Background: an optimization exercise with open tools, aiming at small area, a short achievable clock period and few clock cycles per item. Do not read the settings as production practice.
In this exercise RTL edits were held to simulation tests only and were not proved equivalent to the original.
Power is estimated from default activity; no workload was simulated.

==> flow/design.v <==
`timescale 1ns / 1ps
package bfkr_pkg;
    localparam int FIELD_W = 16;
    localparam int LIMIT_W = 5;
    localparam int COUNT_OUT_W = 5;
    localparam int REC_W = 3 * FIELD_W;
    localparam logic [1:0] REQ_ENQ = 2'd0;
    localparam logic [1:0] REQ_DEQ = 2'd1;
    localparam logic [1:0] REQ_RET = 2'd2;
endpackage
`timescale 1ns / 1ps
`timescale 1ns / 1ps
`timescale 1ns / 1ps
module bounded_fifo_with_keyed_removal_core #(
    parameter int DEPTH = 16
) (
    input  logic                              clk,
    input  logic                              rst_n,
    input  logic                              in_valid,
    output logic                              in_ready,
    input  logic [1:0]                        req_type,
    input  logic [bfkr_pkg::FIELD_W-1:0]      proc_num,
    input  logic [bfkr_pkg::FIELD_W-1:0]      arrival_time,
    input  logic [bfkr_pkg::FIELD_W-1:0]      cpu_time,
    input  logic [bfkr_pkg::FIELD_W-1:0]      search_key,
    input  logic                              cfg_valid,
    output logic                              cfg_ready,
    input  logic [bfkr_pkg::LIMIT_W-1:0]      queue_limit,
    output logic                              out_valid,
    input  logic                              out_ready,
    output logic                              status,
    output logic [bfkr_pkg::FIELD_W-1:0]      out_proc_num,
    output logic [bfkr_pkg::FIELD_W-1:0]      out_arrival_time,
    output logic [bfkr_pkg::FIELD_W-1:0]      out_cpu_time,
    output logic                              queue_empty,
    output logic [bfkr_pkg::COUNT_OUT_W-1:0]  record_count
);
    localparam int FW = bfkr_pkg::FIELD_W;
    localparam int RW = bfkr_pkg::REC_W;
    localparam int CW = $clog2(DEPTH + 1);
    logic             s1_v;
    logic             s1_enq;
    logic [DEPTH-1:0] s1_slot;
    logic [DEPTH-1:0] s1_hit;
    logic [RW-1:0]    mem [DEPTH];
    logic [DEPTH-1:0] vld;
    logic [DEPTH-1:0] age [DEPTH];
    logic [CW-1:0]    cnt;
    logic [CW-1:0]    lim;
    logic             out_v;
    logic             out_st;
    logic [RW-1:0]    out_rec;
    logic             cnt_zero;
    logic [CW-1:0]    cnt_next;
    logic             slot_free;
    logic             exec;
    logic [DEPTH-1:0] used_n;
    logic [DEPTH-1:0] ffp_n;
    logic [DEPTH-1:0] ffp;
    logic [DEPTH-1:0] hit_in;
    logic             can_enq;
    logic             enq_wait;
    logic             go_r;
    logic             wait_r;
    logic             s1_v_n;
    logic             out_v_n;
    logic             full_n;
    logic [CW-1:0]    lim_n;
    logic [DEPTH-1:0] m;
    logic [DEPTH-1:0] sel;
    logic [RW-1:0]    taken;
    logic             do_enq;
    logic             found;
    assign cfg_ready = 1'b1;
    assign out_valid = out_v && rst_n;
    assign slot_free = !out_v || out_ready;
    assign exec      = s1_v && slot_free;
    assign can_enq   = (cnt < lim);
    assign enq_wait  = (req_type == bfkr_pkg::REQ_ENQ) && wait_r;
    assign in_ready  = (go_r || out_ready) && !enq_wait;
    assign s1_v_n   = in_ready ? in_valid : (s1_v && !exec);
    assign out_v_n  = slot_free ? s1_v : out_v;
    assign full_n   = exec ? (((cnt == CW'(DEPTH - 1)) && do_enq) || ((cnt == CW'(DEPTH)) && !found))
                           : (cnt == CW'(DEPTH));
    assign lim_n    = cfg_valid ? ((queue_limit == '0 || queue_limit > bfkr_pkg::LIMIT_W'(DEPTH))
                                   ? CW'(DEPTH) : CW'(queue_limit))
                                : lim;
    always_comb
    begin
        used_n = vld | ({DEPTH{s1_v && s1_enq}} & s1_slot)
                 | ({DEPTH{in_ready && in_valid && (req_type == bfkr_pkg::REQ_ENQ)}} & ffp);
        for (int s = 0; s < DEPTH; s++)
        begin
            ffp_n[s] = !used_n[s];
            for (int j = 0; j < s; j++)
            begin
                ffp_n[s] = ffp_n[s] && used_n[j];
            end
        end
    end
    always_comb
    begin
        for (int s = 0; s < DEPTH; s++)
        begin
            hit_in[s] = (req_type == bfkr_pkg::REQ_DEQ)
                        || ((req_type == bfkr_pkg::REQ_RET)
                            && (mem[s][2*FW-1:FW] == search_key));
        end
    end
    always_ff @(posedge clk)
    begin
        if (in_ready)
        begin
            s1_enq <= (req_type == bfkr_pkg::REQ_ENQ);
            s1_slot <= ffp;
            s1_hit <= hit_in;
        end
    end
    always_comb
    begin
        m = vld & s1_hit;
        for (int s = 0; s < DEPTH; s++)
        begin
            sel[s] = m[s];
            for (int j = 0; j < DEPTH; j++)
            begin
                if (j < s)
                begin
                    sel[s] = sel[s] && !(m[j] && age[j][s]);
                end
                else if (j > s)
                begin
                    sel[s] = sel[s] && !(m[j] && !age[s][j]);
                end
            end
        end
        found = |m;
    end
    assign do_enq = s1_enq && can_enq;
    always_ff @(posedge clk)
    begin
        for (int s = 0; s < DEPTH; s++)
        begin
            if (ffp[s])
            begin
                mem[s] <= {proc_num, arrival_time, cpu_time};
            end
            for (int j = s + 1; j < DEPTH; j++)
            begin
                if (ffp[s])
                begin
                    age[s][j] <= 1'b0;
                end
                else if (ffp[j])
                begin
                    age[s][j] <= 1'b1;
                end
            end
        end
        if (slot_free)
        begin
            out_st  <= !(do_enq || found);
            out_rec <= taken;
        end
    end
    always_ff @(posedge clk or negedge rst_n)
    begin
        if (!rst_n)
        begin
            s1_v  <= 1'b0;
            out_v <= 1'b0;
            vld   <= '0;
            cnt   <= '0;
            cnt_zero <= 1'b1;
            lim   <= CW'(DEPTH);
            go_r   <= 1'b1;
            wait_r <= 1'b0;
            ffp    <= DEPTH'(1);
        end
        else
        begin
            go_r   <= !s1_v_n || !out_v_n;
            ffp    <= ffp_n;
            wait_r <= !(|ffp_n) && (s1_v_n || !full_n);
            if (in_ready)
            begin
                s1_v <= in_valid;
            end
            else if (exec)
            begin
                s1_v <= 1'b0;
            end
            if (slot_free)
            begin
                out_v <= s1_v;
            end
            if (exec)
            begin
                vld <= (vld & ~sel) | ({DEPTH{do_enq}} & s1_slot);
                cnt      <= cnt_next;
                cnt_zero <= !do_enq && (found ? (cnt == CW'(1)) : cnt_zero);
            end
            lim <= lim_n;
        end
    end
    assign cnt_next = do_enq ? (cnt + CW'(1)) : (found ? (cnt - CW'(1)) : cnt);
    always_comb
    begin
        taken = '0;
        for (int s = 0; s < DEPTH; s++)
        begin
            taken = taken | ({RW{sel[s]}} & mem[s]);
        end
    end
    assign status           = out_st;
    assign out_proc_num     = out_rec[3*FW-1:2*FW];
    assign out_arrival_time = out_rec[2*FW-1:FW];
    assign out_cpu_time     = out_rec[FW-1:0];
    assign record_count     = cnt;
    assign queue_empty      = cnt_zero;
endmodule
Settings: LEC_CHECK=0, ABC_CLOCK_PERIOD_IN_PS=3000, CAP_MARGIN=20, CORE_MARGIN=2, CORE_UTILIZATION=65, CTS_CLUSTER_DIAMETER=80, CTS_CLUSTER_SIZE=24, SETUP_SLACK_MARGIN=2.9, SLEW_MARGIN=20; clock period 5.5 ns.
run.sh (not shown) runs the stock make flow with config.mk's settings and CLKGATE_MAP_FILE= SYNTH_SCRIPT=/design/flow/synth_recipe.tcl, a recipe that flattens the netlist after the stock synthesis.
The starting point passed the timing, design-rule and antenna checks.
Testbench counts at the start, summed over its fixed seeds: cycles 4,044, items 4,000.
Edit:
- ABC_CLOCK_PERIOD_IN_PS: 3000 -> default
- CORE_UTILIZATION: 65 -> 55
- CTS_CLUSTER_DIAMETER: 80 -> 100
- CTS_CLUSTER_SIZE: 24 -> 30
- SETUP_SLACK_MARGIN: 2.9 -> 3.0
=> The new run completed with no timing, DRC or antenna violations. Core utilization goes down by 9.0 points. Power goes up by 2.6%. Clock skew stays flat. Non-clock buffer count goes up by 68. First-iteration DRC count goes down by 6.2%. Clock power goes down by 6.0%.
Edit:
- ABC_CLOCK_PERIOD_IN_PS: default -> 3000
- SETUP_SLACK_MARGIN: 3.0 -> 2.9
=> Total power came out lower by 2.8%. Hold slack improves by 0.15 ns. Cell count came out lower by 1.1%. Cell area came out lower by 3.1%.

re-timing with driven ports:
In the flow no input, the clock included, has a driving cell. The finished layouts below were timed again as built, in two steps.
Step 1: set_driving_cell puts a clkbuf_16 on clk and a buf_2 on each other input, an assumption about the parent block.
Step 2 also shifts input and output timing later by t, the mid clock arrival at the registers, as if the neighbouring blocks saw the same clock.
Three values: ideal, step 1, step 2; two values: the first two.
run	t, ns	setup slack, ns	hold WS [ns]	clock arrival spread, ns
the first run	0.718	2.722 / 2.722 / 2.150	0.489 / 0.489 / 0.489	0.037 / 0.037
the second run	0.708	2.839 / 2.772 / 2.209	0.343 / 0.340 / 0.496	0.037 / 0.037
the third run	0.702	2.804 / 2.750 / 2.249	0.488 / 0.488 / 0.488	0.045 / 0.045
After both steps setup and hold are still met in every run listed. The setup slack of the second run, which loses most, moves by -0.067 ns with the drivers and by -0.630 ns with both steps.
